What follows belongs to an exercise in optimizing a design on an open flow for small area and a short achievable clock period; a production flow would make more cautious choices. The RTL was checked by simulation tests, not by an equivalence proof against the original design.

## before
==> flow/design.v <==
module if_stage #(
    parameter int unsigned BTB_IDX_BITS = 4,
    parameter logic [31:0] RESET_PC     = 32'h0000_0000,
    parameter logic [31:0] NOP_INST     = 32'h0000_0013
) (
    input  logic        clk,
    input  logic        reset,
    input  logic        stall,
    input  logic        flush,
    input  logic [31:0] redirect_pc,
    input  logic        upd_valid,
    input  logic [31:0] upd_pc,
    input  logic        upd_taken,
    input  logic [31:0] upd_target,
    output logic [31:0] imem_addr,
    input  logic [31:0] imem_inst,
    output logic [31:0] if_id_inst,
    output logic [31:0] if_id_pc,
    output logic        if_id_valid,
    output logic        if_id_pred_taken,
    output logic [31:0] if_id_pred_target
);
    localparam int unsigned ENTRIES = 1 << BTB_IDX_BITS;
    localparam int unsigned TAG_W   = 30 - BTB_IDX_BITS;
    logic [31:0] pc_q;
    logic [ENTRIES-1:0] pc_oh_q;    
    logic [31:0] inst_q;
    logic [31:0] id_pc_q;
    logic        valid_q;
    logic        pt_q;
    logic [31:0] ptgt_q;
    logic [ENTRIES-1:0]            btb_v_q;
    logic [ENTRIES-1:0][TAG_W-1:0] btb_tag_q;
    logic [ENTRIES-1:0][31:0]      btb_tgt_q;
    logic [ENTRIES-1:0][1:0]       btb_ctr_q;
    logic [BTB_IDX_BITS-1:0] uidx;
    logic [ENTRIES-1:0]      lhit_e, uhit_e, usel;
    logic                    pred_taken;
    logic [31:0]             tgt_rd, pc_inc;
    logic                    unused_upd_lsb;
    assign unused_upd_lsb = ^upd_pc[1:0];
    assign uidx = upd_pc[BTB_IDX_BITS+1:2];
    always_comb begin
        for (int e = 0; e < ENTRIES; e++) begin
            lhit_e[e] = btb_v_q[e] && btb_ctr_q[e][1] && (btb_tag_q[e] == pc_q[31:BTB_IDX_BITS+2]);
            uhit_e[e] = btb_v_q[e] && (btb_tag_q[e] == upd_pc[31:BTB_IDX_BITS+2]);
            usel[e]   = upd_valid && (uidx == e[BTB_IDX_BITS-1:0]);
        end
    end
    always_comb begin
        tgt_rd = '0;
        for (int e = 0; e < ENTRIES; e++)
            tgt_rd = tgt_rd | (btb_tgt_q[e] & {32{pc_oh_q[e]}});
    end
    assign pred_taken = |(lhit_e & pc_oh_q);
    assign pc_inc     = pc_q + 32'd4;
    logic        adv, clr;
    logic [31:0] pc_hold, ptgt_hold;
    logic [31:0] pc_tk, pc_nt, ptgt_tk, ptgt_nt;
    assign clr       = reset || flush;
    assign adv       = !clr && !stall;
    assign pc_hold   = reset ? RESET_PC : (flush ? redirect_pc : pc_q);
    assign ptgt_hold = clr ? 32'd0 : ptgt_q;
    assign pc_tk     = adv ? tgt_rd : pc_hold;
    assign pc_nt     = adv ? pc_inc : pc_hold;
    assign ptgt_tk   = adv ? tgt_rd : ptgt_hold;
    assign ptgt_nt   = adv ? pc_inc : ptgt_hold;
    logic [ENTRIES-1:0] oh_hold, oh_tk, oh_nt, oh_inc, oh_tgt, oh_redir;
    always_comb begin
        oh_tgt   = '0;
        oh_redir = '0;
        oh_tgt[tgt_rd[BTB_IDX_BITS+1:2]]        = 1'b1;
        oh_redir[redirect_pc[BTB_IDX_BITS+1:2]] = 1'b1;
    end
    assign oh_inc  = {pc_oh_q[ENTRIES-2:0], pc_oh_q[ENTRIES-1]};
    assign oh_hold = reset ? ENTRIES'(1) << RESET_PC[BTB_IDX_BITS+1:2] : (flush ? oh_redir : pc_oh_q);
    assign oh_tk   = adv ? oh_tgt : oh_hold;
    assign oh_nt   = adv ? oh_inc : oh_hold;
    always_ff @(posedge clk) begin
        pc_oh_q <= pred_taken ? oh_tk : oh_nt;
        pc_q    <= pred_taken ? pc_tk : pc_nt;
        ptgt_q  <= pred_taken ? ptgt_tk : ptgt_nt;
        pt_q    <= adv ? pred_taken : (!clr && pt_q);
        if (clr) begin
            inst_q  <= NOP_INST;
            id_pc_q <= 32'd0;
            valid_q <= 1'b0;
        end else if (!stall) begin
            inst_q  <= imem_inst;
            id_pc_q <= pc_q;
            valid_q <= 1'b1;
        end
    end
    always_ff @(posedge clk) begin
        for (int e = 0; e < ENTRIES; e++) begin
            if (reset)
                btb_v_q[e] <= 1'b0;
            else if (usel[e] && upd_taken)
                btb_v_q[e] <= 1'b1;
        end
    end
    always_ff @(posedge clk) begin
        for (int e = 0; e < ENTRIES; e++) begin
            if (usel[e] && upd_taken) begin
                btb_tag_q[e] <= upd_pc[31:BTB_IDX_BITS+2];
                btb_tgt_q[e] <= upd_target;
            end
            if (usel[e]) begin
                if (uhit_e[e]) begin
                    if (upd_taken) begin
                        if (btb_ctr_q[e] != 2'd3) btb_ctr_q[e] <= btb_ctr_q[e] + 2'd1;
                    end else begin
                        if (btb_ctr_q[e] != 2'd0) btb_ctr_q[e] <= btb_ctr_q[e] - 2'd1;
                    end
                end else if (upd_taken) begin
                    btb_ctr_q[e] <= 2'b10;
                end
            end
        end
    end
    assign imem_addr         = pc_q;
    assign if_id_inst        = inst_q;
    assign if_id_pc          = id_pc_q;
    assign if_id_valid       = valid_q;
    assign if_id_pred_taken  = pt_q;
    assign if_id_pred_target = ptgt_q;
endmodule
clock: 6.0 ns
lec_check: 0
cap_margin: 20
core_margin: 2
core_utilization: 55
setup_slack_margin: 3.8
slew_margin: 20
run.sh (not shown) runs the stock make flow with config.mk's settings and CLKGATE_MAP_FILE= SYNTH_SCRIPT=/design/flow/synth_recipe.tcl, a recipe that flattens the netlist after the stock synthesis.
before reached the end of the flow, and the finished layout is clean on the timing, design-rule and antenna checks.
Modified inputs, after compared to before
Settings: changing SETUP_SLACK_MARGIN from 3.8 to 3.5.
==> flow/flow/run.sh (new file) <==
#!/bin/bash
set -euo pipefail
export BUFFER_PORTS_ARGS="-buffer_cell sky130_fd_sc_hd__buf_2"
export CTS_ARGS="-sink_clustering_enable -repair_clock_nets -dont_use_dummy_load -sink_clustering_size 30 -sink_clustering_max_diameter 80"
bash standard.sh > flow_make.log 2>&1
==> flow/standard.sh (new file) <==
#!/bin/bash
# synth_recipe.tcl (not shown) runs the flow's synth.tcl, then flattens the netlist and writes it again
# the make line also repeats each setting of config.mk as NAME=value (left out here)
make -C /OpenROAD-flow-scripts/flow DESIGN_CONFIG=/design/flow/config.mk WORK_HOME=/design/flow/orfs CLKGATE_MAP_FILE= SYNTH_SCRIPT=/design/flow/synth_recipe.tcl "${@:-finish}"
removed: flow/run.sh
--- outcome ---
Per the final summary, after finished and its layout is clean on timing, DRC and antenna. NOTE via count before->after decreased slightly. after against before: clock period minus worst slack moved down, TritonCTS buffer count shrank by 63. Compared with before, after shows a share of the clock period used by the worst path after layout that is 0.27 points lower. Total setup buffers inserted after CTS in after is 1 above before. after ended with more setup slack than before. Compared to before, the router laid down less metal wire for after.

==> what the ideal ports hide <==
The flow's constraints put no driver on any port. The routed layouts listed below were extracted and timed again, unchanged, in two steps.
Step 1 (the two cells are an assumption about what drives the block):
set clk [get_ports {clk}]
set_driving_cell -lib_cell sky130_fd_sc_hd__clkbuf_16 $clk
set_driving_cell -lib_cell sky130_fd_sc_hd__buf_2 [delete_from_list [all_inputs] $clk]
Step 2 moves the port delays by t, midway between the first and last clock arrival at a register: inputs arrive t later, outputs are due t later. That takes back most of the time a late clock gives input paths.
a / b / c = ideal ports / drivers / drivers and shift; a / b = the first two.
| run | shift t [ns] | setup WS [ns] | worst hold slack (ns) | worst setup path after step 2 | clock arrival spread, ns |
|---|---|---|---|---|---|
| before | 0.800 | 2.982 / 2.982 / 2.362 | 0.452 / 0.452 / 0.452 | input to register | 0.043 / 0.043 |
| after | 0.768 | 2.999 / 2.999 / 2.390 | 0.459 / 0.459 / 0.459 | input to register | 0.086 / 0.086 |
After both steps every run listed still meets setup and hold. The setup slack of before, which loses most, moves by 0.000 ns with the drivers and by -0.620 ns with both steps.
